This design comes from an exercise in tuning for small area, a short achievable clock period and few clock cycles per item on the open sky130 flow, not from production work.
In this exercise RTL edits were held to simulation tests only and were not proved equivalent to the original.

== old ==
==> module roundDatapath, before the edit <==
module roundDatapath (
  input  aesPkg::aesBlock state,
  input  logic            mixEn,
  output aesPkg::aesBlock shifted,
  output aesPkg::aesBlock mixTerm
);
  aesPkg::aesBlock subbed;
  for (genvar i = 0; i < 16; i++) begin : gSubBytes
    sBox i_sBox (
      .in  (state.flat[8*i +: 8]),
      .out (subbed.flat[8*i +: 8])
    );
  end
  always_comb begin
    for (int c = 0; c < 4; c++) begin
      for (int r = 0; r < 4; r++) begin
        shifted.cols[c][8*(3-r) +: 8] = subbed.cols[(c+r)%4][8*(3-r) +: 8];
      end
    end
  end
  for (genvar c = 0; c < 4; c++) begin : gMix
    mixColumn i_mixColumn (
      .col  (shifted.cols[c]),
      .en   (mixEn),
      .term (mixTerm.cols[c])
    );
  end
endmodule
==> module mixColumn, before the edit <==
module mixColumn (
  input  aesPkg::aesWord col,
  input  logic           en,
  output aesPkg::aesWord term
);
  logic [7:0] a [4];
  logic [7:0] d [4];
  logic [7:0] all;
  always_comb begin
    for (int i = 0; i < 4; i++) begin
      a[i] = col[8*(3-i) +: 8];
    end
    for (int i = 0; i < 4; i++) begin
      d[i] = a[i] ^ a[(i+1)%4];
    end
    all = d[0] ^ d[2];
    for (int i = 0; i < 4; i++) begin
      term[8*(3-i) +: 8] = (aesPkg::xtime(d[i]) ^ all) & {8{en}};
    end
  end
endmodule
==> module aesEncryptCore, before the edit <==
module aesEncryptCore (
  input  logic    clk,
  input  logic    arstN,
  input  logic    validIn,
  input  aesPkg::aesBlock key,
  input  aesPkg::aesBlock data,
  output aesPkg::aesBlock dataOut,
  output aesPkg::aesBlock keyOut,
  output logic    validOut,
  output logic    busy
);
  aesPkg::aesBlock state;
  aesPkg::aesBlock keyQ;
  logic [7:0]      rcon;
  logic            lastRound;
  logic            busyNext;
  logic            validNext;
  aesPkg::aesBlock shifted;
  aesPkg::aesBlock mixTerm;
  aesPkg::aesBlock base;
  aesPkg::aesBlock keyNext;
  aesPkg::aesBlock keyD;
  aesPkg::aesBlock stateD;
  roundControl i_roundControl (
    .validIn   (validIn),
    .busy      (busy),
    .rcon      (rcon),
    .lastRound (lastRound),
    .busyNext  (busyNext),
    .validNext (validNext)
  );
  keyExpand i_keyExpand (
    .keyQ    (keyQ),
    .rcon    (rcon),
    .keyNext (keyNext)
  );
  roundDatapath i_roundDatapath (
    .state     (state),
    .mixEn     (busy && !lastRound),
    .shifted   (shifted),
    .mixTerm   (mixTerm)
  );
  assign keyD        = busy ? keyNext : key;
  assign base.flat   = (busy ? shifted.flat : data.flat) ^ keyD.flat;
  assign stateD.flat = base.flat ^ mixTerm.flat;
  always_ff @(posedge clk or negedge arstN) begin
    if (!arstN) begin
      busy     <= 1'b0;
      validOut <= 1'b0;
    end else begin
      busy     <= busyNext;
      validOut <= validNext;
    end
  end
  always_ff @(posedge clk) begin
    rcon  <= busy ? aesPkg::xtime(rcon) : 8'(8'h01);
    keyQ  <= keyD;
    state <= stateD;
  end
  assign dataOut = state;
  assign keyOut  = keyQ;
endmodule
Settings: LEC_CHECK=0, CAP_MARGIN=20, CELL_PAD_IN_SITES_DETAIL_PLACEMENT=0, CELL_PAD_IN_SITES_GLOBAL_PLACEMENT=0, CORE_MARGIN=2, CORE_UTILIZATION=50, PLACE_DENSITY=0.65, SLEW_MARGIN=20, SYNTH_HIERARCHICAL=1; clock period 20.0 ns.
run.sh (not shown) runs the stock make flow with config.mk's settings and CLKGATE_MAP_FILE= SYNTH_SCRIPT=/design/flow/synth_recipe.tcl, a recipe that flattens the netlist after the stock synthesis.
Testbench counts of old, summed over its fixed seeds: cycles 5,640, blocks 512.
Setup changes, old to new
--- a/flow/design.v
+++ b/flow/design.v
@@ -195,17 +195,17 @@
     end
   end
 endmodule
 `timescale 1ns/10ps
 module roundDatapath (
   input  aesPkg::aesBlock state,
-  input  logic            mixEn,
-  output aesPkg::aesBlock shifted,
-  output aesPkg::aesBlock mixTerm
+  input  logic            lastRound,
+  output aesPkg::aesBlock roundOut
 );
   aesPkg::aesBlock subbed;
+  aesPkg::aesBlock shifted;
   for (genvar i = 0; i < 16; i++) begin : gSubBytes
     sBox i_sBox (
       .in  (state.flat[8*i +: 8]),
       .out (subbed.flat[8*i +: 8])
     );
   end
@@ -216,21 +216,21 @@
       end
     end
   end
   for (genvar c = 0; c < 4; c++) begin : gMix
     mixColumn i_mixColumn (
       .col  (shifted.cols[c]),
-      .en   (mixEn),
-      .term (mixTerm.cols[c])
+      .skip (lastRound),
+      .out  (roundOut.cols[c])
     );
   end
 endmodule
 module mixColumn (
   input  aesPkg::aesWord col,
-  input  logic           en,
-  output aesPkg::aesWord term
+  input  logic           skip,
+  output aesPkg::aesWord out
 );
   logic [7:0] a [4];
   logic [7:0] d [4];
   logic [7:0] all;
   always_comb begin
     for (int i = 0; i < 4; i++) begin
@@ -238,13 +238,13 @@
     end
     for (int i = 0; i < 4; i++) begin
       d[i] = a[i] ^ a[(i+1)%4];
     end
     all = d[0] ^ d[2];
     for (int i = 0; i < 4; i++) begin
-      term[8*(3-i) +: 8] = (aesPkg::xtime(d[i]) ^ all) & {8{en}};
+      out[8*(3-i) +: 8] = a[i] ^ ((aesPkg::xtime(d[i]) ^ all) & {8{!skip}});
     end
   end
 endmodule
 `timescale 1ns/10ps
 module roundControl (
   input  logic       validIn,
@@ -273,15 +273,13 @@
   aesPkg::aesBlock state;
   aesPkg::aesBlock keyQ;
   logic [7:0]      rcon;
   logic            lastRound;
   logic            busyNext;
   logic            validNext;
-  aesPkg::aesBlock shifted;
-  aesPkg::aesBlock mixTerm;
-  aesPkg::aesBlock base;
+  aesPkg::aesBlock roundOut;
   aesPkg::aesBlock keyNext;
   aesPkg::aesBlock keyD;
   aesPkg::aesBlock stateD;
   roundControl i_roundControl (
     .validIn   (validIn),
     .busy      (busy),
@@ -294,19 +292,17 @@
     .keyQ    (keyQ),
     .rcon    (rcon),
     .keyNext (keyNext)
   );
   roundDatapath i_roundDatapath (
     .state     (state),
-    .mixEn     (busy && !lastRound),
-    .shifted   (shifted),
-    .mixTerm   (mixTerm)
+    .lastRound (lastRound),
+    .roundOut  (roundOut)
   );
   assign keyD        = busy ? keyNext : key;
-  assign base.flat   = (busy ? shifted.flat : data.flat) ^ keyD.flat;
-  assign stateD.flat = base.flat ^ mixTerm.flat;
+  assign stateD.flat = (busy ? roundOut.flat : data.flat) ^ keyD.flat;
   always_ff @(posedge clk or negedge arstN) begin
     if (!arstN) begin
       busy     <= 1'b0;
       validOut <= 1'b0;
     end else begin
       busy     <= busyNext;
==> run summary <==
Relative to old, worst-case headroom to the max-slew limit has increased by 4.9 points in new.
On overall track demand over capacity in global routing, the higher figure sits with old, not new.
Critical path depth for new: 1 up relative to old
The slowest cell on the critical path comes out sky130_fd_sc_hd__xor2_1 in one run and sky130_fd_sc_hd__xnor2_1 in the other, namely in new and old respectively.
old → new: total wire length went down.
Testbench counts of new, summed over its fixed seeds: cycles 5,640, blocks 512.

---

Another version of the RTL of aesEncryptCore (not shown whole).
Size in the first run: ~4500 cells after synthesis, about 560 flip-flops, roughly 520 I/O pins, roughly 42000 um^2 of cells after synthesis.
==> module roundDatapath, before the edit <==
module roundDatapath (
  input  aesPkg::aesBlock subbed,
  input  logic            mixEn,
  output aesPkg::aesBlock shifted,
  output aesPkg::aesBlock mixTerm
);
  always_comb begin
    for (int c = 0; c < 4; c++) begin
      for (int r = 0; r < 4; r++) begin
        shifted.cols[c][8*(3-r) +: 8] = subbed.cols[(c+r)%4][8*(3-r) +: 8];
      end
    end
  end
  for (genvar c = 0; c < 4; c++) begin : gMix
    mixColumn i_mixColumn (
      .col  (shifted.cols[c]),
      .en   (mixEn),
      .term (mixTerm.cols[c])
    );
  end
endmodule
==> module mixColumn, before the edit <==
module mixColumn (
  input  aesPkg::aesWord col,
  input  logic           en,
  output aesPkg::aesWord term
);
  logic [7:0] a [4];
  logic [7:0] d [4];
  logic [7:0] x [4];
  logic [7:0] termN [4];
  logic [7:0] all;
  logic       enN;
  assign enN = !en;
  for (genvar i = 0; i < 4; i++) begin : gByte
    assign a[i] = col[8*(3-i) +: 8];
  end
  for (genvar i = 0; i < 4; i++) begin : gPair
    for (genvar k = 0; k < 8; k++) begin : gBit
      gXor i_d (.a(a[i][k]), .b(a[(i+1)%4][k]), .y(d[i][k]));
    end
  end
  for (genvar k = 0; k < 8; k++) begin : gAll
    gXor i_all (.a(d[0][k]), .b(d[2][k]), .y(all[k]));
  end
  for (genvar i = 0; i < 4; i++) begin : gXtime
    assign x[i][0] = d[i][7];
    assign x[i][2] = d[i][1];
    assign x[i][5] = d[i][4];
    assign x[i][6] = d[i][5];
    assign x[i][7] = d[i][6];
    gXor i_x1 (.a(d[i][0]), .b(d[i][7]), .y(x[i][1]));
    gXor i_x3 (.a(d[i][2]), .b(d[i][7]), .y(x[i][3]));
    gXor i_x4 (.a(d[i][3]), .b(d[i][7]), .y(x[i][4]));
  end
  for (genvar i = 0; i < 4; i++) begin : gTerm
    for (genvar k = 0; k < 8; k++) begin : gBit
      gXnor i_t (.a(x[i][k]), .b(all[k]), .y(termN[i][k]));
      gNor  i_e (.a(termN[i][k]), .b(enN), .y(term[8*(3-i) + k]));
    end
  end
endmodule
==> module roundControl, before the edit <==
module roundControl (
  input  logic       validIn,
  input  logic       actB,
  input  logic [7:0] rconB,
  output logic       load,
  output logic       mixEn,
  output logic       actANext,
  output logic       finANext
);
  logic lastB;
  assign lastB = (rconB == 8'h36);
  assign load  = !actB;
  assign mixEn = actB && !lastB;
  assign actANext = load ? validIn : !lastB;
  assign finANext = actB && lastB;
endmodule
==> module aesEncryptCore, before the edit <==
module aesEncryptCore (
  input  logic    clk,
  input  logic    arstN,
  input  logic    validIn,
  input  aesPkg::aesBlock key,
  input  aesPkg::aesBlock data,
  output aesPkg::aesBlock dataOut,
  output aesPkg::aesBlock keyOut,
  output logic    validOut,
  output logic    busy
);
  aesPkg::aesBlock stateA;
  aesPkg::aesBlock keyA;
  logic [7:0]      rconA;
  logic            actA;
  aesPkg::aesBlock subbedB;
  aesPkg::aesBlock keyB;
  aesPkg::aesWord  subWordB;
  logic [7:0]      rconB;
  logic            actB;
  logic            loadB;
  logic            stepB;
  logic            load;
  logic            mixEn;
  logic            actANext;
  logic            finANext;
  aesPkg::aesBlock subbed;
  aesPkg::aesWord  subWord;
  aesPkg::aesBlock shifted;
  aesPkg::aesBlock mixTerm;
  aesPkg::aesBlock keyNext;
  aesPkg::aesBlock keyD;
  aesPkg::aesBlock stateD;
  roundControl i_roundControl (
    .validIn  (validIn),
    .actB     (actB),
    .rconB    (rconB),
    .load     (load),
    .mixEn    (mixEn),
    .actANext (actANext),
    .finANext (finANext)
  );
  subBytes i_subBytes (
    .state  (stateA),
    .subbed (subbed)
  );
  keySubWord i_keySubWord (
    .keyQ    (keyA),
    .subWord (subWord)
  );
  keyExpand i_keyExpand (
    .keyQ    (keyB),
    .subWord (subWordB),
    .rcon    (rconB),
    .keyNext (keyNext)
  );
  roundDatapath i_roundDatapath (
    .subbed  (subbedB),
    .mixEn   (mixEn),
    .shifted (shifted),
    .mixTerm (mixTerm)
  );
  for (genvar k = 0; k < 128; k++) begin : gLoad
    logic mixed;
    logic picked;
    gAo   i_key  (.a1(loadB), .a2(key.flat[k]), .b1(stepB), .b2(keyNext.flat[k]), .y(keyD.flat[k]));
    gXor  i_mix  (.a(shifted.flat[k]), .b(mixTerm.flat[k]), .y(mixed));
    gAo   i_pick (.a1(loadB), .a2(data.flat[k]), .b1(stepB), .b2(mixed), .y(picked));
    gXor  i_ark  (.a(picked), .b(keyD.flat[k]), .y(stateD.flat[k]));
  end
  assign stepB = !loadB;
  always_ff @(posedge clk or negedge arstN) begin
    if (!arstN) begin
      loadB <= 1'b1;
    end else begin
      loadB <= !actA;
    end
  end
  always_ff @(posedge clk or negedge arstN) begin
    if (!arstN) begin
      actA     <= 1'b0;
      actB     <= 1'b0;
      validOut <= 1'b0;
    end else begin
      actA     <= actANext;
      actB     <= actA;
      validOut <= finANext;
    end
  end
  always_ff @(posedge clk) begin
    rconA    <= load ? 8'(8'h01) : aesPkg::xtime(rconB);
    keyA     <= keyD;
    stateA   <= stateD;
    rconB    <= rconA;
    keyB     <= keyA;
    subWordB <= subWord;
    subbedB  <= subbed;
  end
  assign busy    = actB;
  assign dataOut = stateA;
  assign keyOut  = keyA;
endmodule
==> flow/config.mk <==
export PLATFORM = sky130hd
export DESIGN_NAME = aesEncryptCore
export DESIGN_NICKNAME = aesEncryptCore
export VERILOG_FILES = /design/flow/design.v
export SDC_FILE = /design/flow/constraint.sdc
export NUM_CORES = 4
export LEC_CHECK = 0
export CAP_MARGIN = 20
export CELL_PAD_IN_SITES_DETAIL_PLACEMENT = 0
export CELL_PAD_IN_SITES_GLOBAL_PLACEMENT = 0
export CORE_MARGIN = 2
export CORE_UTILIZATION = 65
export CTS_CLUSTER_DIAMETER = 80
export CTS_CLUSTER_SIZE = 25
export PLACE_DENSITY = 0.8
export SLEW_MARGIN = 20
export SYNTH_HIERARCHICAL = 1
==> flow/constraint.sdc <==
create_clock -name core_clock -period 20.0 [get_ports {clk}]
set_input_delay 4.0000 -clock core_clock [delete_from_list [all_inputs] [get_ports {clk}]]
set_output_delay 4.0000 -clock core_clock [all_outputs]
set_load 0.01 [all_outputs]
standard.sh (not shown) runs the stock make flow with config.mk's settings and CLKGATE_MAP_FILE= SYNTH_SCRIPT=/design/flow/synth_recipe.tcl, a recipe that flattens the netlist after the stock synthesis.
==> flow/flow/run.sh <==
#!/bin/bash
set -euo pipefail
MARGIN=$(cat flow/margin.txt)
bash standard.sh synth > synth.log 2>&1
bash standard.sh "BUFFER_PORTS_ARGS=-buffer_cell sky130_fd_sc_hd__buf_1" \
  "SETUP_SLACK_MARGIN=$MARGIN" finish > layout.log 2>&1
==> flow/flow/margin.txt <==
14.7
Testbench counts at the start, summed over its fixed seeds: cycles 5,640, blocks 512.
Edit:
--- a/flow/design.v
+++ b/flow/design.v
@@ -24,8 +24,12 @@
 endmodule
 module gAo (input logic a1, input logic a2, input logic b1, input logic b2, output logic y);
   assign y = (a1 & a2) | (b1 & b2);
 endmodule
+module gAoi3 (input logic a1, input logic a2, input logic b1, input logic b2,
+              input logic c1, input logic c2, output logic y);
+  assign y = ~((a1 & a2) | (b1 & b2) | (c1 & c2));
+endmodule
 module sBox (
   input  logic [7:0] in,
   output logic [7:0] out
 );
@@ -214,11 +218,10 @@
   end
 endmodule
 module roundDatapath (
   input  aesPkg::aesBlock subbed,
-  input  logic            mixEn,
   output aesPkg::aesBlock shifted,
-  output aesPkg::aesBlock mixTerm
+  output aesPkg::aesBlock mixed
 );
   always_comb begin
     for (int c = 0; c < 4; c++) begin
       for (int r = 0; r < 4; r++) begin
@@ -227,37 +230,29 @@
     end
   end
   for (genvar c = 0; c < 4; c++) begin : gMix
     mixColumn i_mixColumn (
-      .col  (shifted.cols[c]),
-      .en   (mixEn),
-      .term (mixTerm.cols[c])
+      .col (shifted.cols[c]),
+      .out (mixed.cols[c])
     );
   end
 endmodule
 module mixColumn (
   input  aesPkg::aesWord col,
-  input  logic           en,
-  output aesPkg::aesWord term
+  output aesPkg::aesWord out
 );
   logic [7:0] a [4];
   logic [7:0] d [4];
   logic [7:0] x [4];
-  logic [7:0] termN [4];
-  logic [7:0] all;
-  logic       enN;
-  assign enN = !en;
+  logic [7:0] s [4];
   for (genvar i = 0; i < 4; i++) begin : gByte
     assign a[i] = col[8*(3-i) +: 8];
   end
   for (genvar i = 0; i < 4; i++) begin : gPair
     for (genvar k = 0; k < 8; k++) begin : gBit
       gXor i_d (.a(a[i][k]), .b(a[(i+1)%4][k]), .y(d[i][k]));
     end
   end
-  for (genvar k = 0; k < 8; k++) begin : gAll
-    gXor i_all (.a(d[0][k]), .b(d[2][k]), .y(all[k]));
-  end
   for (genvar i = 0; i < 4; i++) begin : gXtime
     assign x[i][0] = d[i][7];
     assign x[i][2] = d[i][1];
     assign x[i][5] = d[i][4];
@@ -266,12 +261,12 @@
     gXor i_x1 (.a(d[i][0]), .b(d[i][7]), .y(x[i][1]));
     gXor i_x3 (.a(d[i][2]), .b(d[i][7]), .y(x[i][3]));
     gXor i_x4 (.a(d[i][3]), .b(d[i][7]), .y(x[i][4]));
   end
-  for (genvar i = 0; i < 4; i++) begin : gTerm
+  for (genvar i = 0; i < 4; i++) begin : gOut
     for (genvar k = 0; k < 8; k++) begin : gBit
-      gXnor i_t (.a(x[i][k]), .b(all[k]), .y(termN[i][k]));
-      gNor  i_e (.a(termN[i][k]), .b(enN), .y(term[8*(3-i) + k]));
+      gXor i_s (.a(d[(i+1)%4][k]), .b(a[(i+3)%4][k]), .y(s[i][k]));
+      gXor i_o (.a(x[i][k]), .b(s[i][k]), .y(out[8*(3-i) + k]));
     end
   end
 endmodule
 `timescale 1ns/10ps
@@ -280,15 +275,17 @@
   input  logic       actB,
   input  logic [7:0] rconB,
   output logic       load,
   output logic       mixEn,
+  output logic       lastEn,
   output logic       actANext,
   output logic       finANext
 );
   logic lastB;
   assign lastB = (rconB == 8'h36);
   assign load  = !actB;
-  assign mixEn = actB && !lastB;
+  assign mixEn  = actB && !lastB;
+  assign lastEn = actB && lastB;
   assign actANext = load ? validIn : !lastB;
   assign finANext = actB && lastB;
 endmodule
 `timescale 1ns/10ps
@@ -315,14 +312,15 @@
   logic            loadB;
   logic            stepB;
   logic            load;
   logic            mixEn;
+  logic            lastEn;
   logic            actANext;
   logic            finANext;
   aesPkg::aesBlock subbed;
   aesPkg::aesWord  subWord;
   aesPkg::aesBlock shifted;
-  aesPkg::aesBlock mixTerm;
+  aesPkg::aesBlock mixed;
   aesPkg::aesBlock keyNext;
   aesPkg::aesBlock keyD;
   aesPkg::aesBlock stateD;
   roundControl i_roundControl (
@@ -330,8 +328,9 @@
     .actB     (actB),
     .rconB    (rconB),
     .load     (load),
     .mixEn    (mixEn),
+    .lastEn   (lastEn),
     .actANext (actANext),
     .finANext (finANext)
   );
   subBytes i_subBytes (
@@ -349,19 +348,17 @@
     .keyNext (keyNext)
   );
   roundDatapath i_roundDatapath (
     .subbed  (subbedB),
-    .mixEn   (mixEn),
     .shifted (shifted),
-    .mixTerm (mixTerm)
+    .mixed   (mixed)
   );
   for (genvar k = 0; k < 128; k++) begin : gLoad
-    logic mixed;
-    logic picked;
+    logic pickedN;
     gAo   i_key  (.a1(loadB), .a2(key.flat[k]), .b1(stepB), .b2(keyNext.flat[k]), .y(keyD.flat[k]));
-    gXor  i_mix  (.a(shifted.flat[k]), .b(mixTerm.flat[k]), .y(mixed));
-    gAo   i_pick (.a1(loadB), .a2(data.flat[k]), .b1(stepB), .b2(mixed), .y(picked));
-    gXor  i_ark  (.a(picked), .b(keyD.flat[k]), .y(stateD.flat[k]));
+    gAoi3 i_pick (.a1(loadB), .a2(data.flat[k]), .b1(mixEn), .b2(mixed.flat[k]),
+                  .c1(lastEn), .c2(shifted.flat[k]), .y(pickedN));
+    gXnor i_ark  (.a(pickedN), .b(keyD.flat[k]), .y(stateD.flat[k]));
   end
   assign stepB = !loadB;
   always_ff @(posedge clk or negedge arstN) begin
     if (!arstN) begin
What happened: Clock skew rises by 18 ps. Cell count drops by a few percent. Flip-flop and latch count stays the same. Hold slack loses 3.1 ps. Global-route usage grows by 3.0 points. Sequential share of layout area went up by 0.42 points. Critical path depth is unchanged. Cell area is lower slightly. Core utilization goes down by 0.48 points. Register-to-register slack gains 50 ps. Fmax barely changes. Wire length climbs by a few percent. Count of clock-buffer cells in the layout goes down by 5.
Testbench counts after the change, summed over its fixed seeds: cycles 5,640, blocks 512.

## static timing again, ports no longer ideal
The results above use ideal ports. As a check the final layouts listed here were re-extracted and re-timed, cells and wires unchanged.
Step 1 (the two cells are an assumption about what drives the block):
set clk [get_ports {clk}]
set_driving_cell -lib_cell sky130_fd_sc_hd__clkbuf_16 $clk
set_driving_cell -lib_cell sky130_fd_sc_hd__buf_2 [delete_from_list [all_inputs] $clk]
Step 2 adds t to the input delays and takes it off the output delays; t is the mean of the earliest and latest rising clock arrival at the registers after step 1. Input paths then give back, and output paths get back, about the clock's delay inside the block.
Slacks: ideal ports / drivers / drivers and shift; pairs: ideal ports / drivers.
| run | t, ns | setup WS [ns] | hold WS [ns] | worst setup path at the end | cell pins on the clock port's net |
|---|---|---|---|---|---|
| old | 0.629 | 12.647 / 12.647 / 12.647 | 0.520 / 0.520 / 0.520 | register to register | 1 |
| new | 0.616 | 12.321 / 12.321 / 12.321 | 0.544 / 0.544 / 0.544 | register to register | 1 |
| the first run of note 2 | 0.655 | 14.698 / 14.628 / 14.972 | 0.332 / 0.332 / 0.332 | input to register | 1 |
| the second run of note 2 | 0.651 | 14.685 / 14.616 / 14.303 | 0.329 / 0.329 / 0.329 | input to register | 1 |
After both steps setup and hold are still met in every run listed. For the second run of note 2, which loses most, drivers alone change the setup slack by -0.069 ns; drivers and shift together by -0.382 ns.
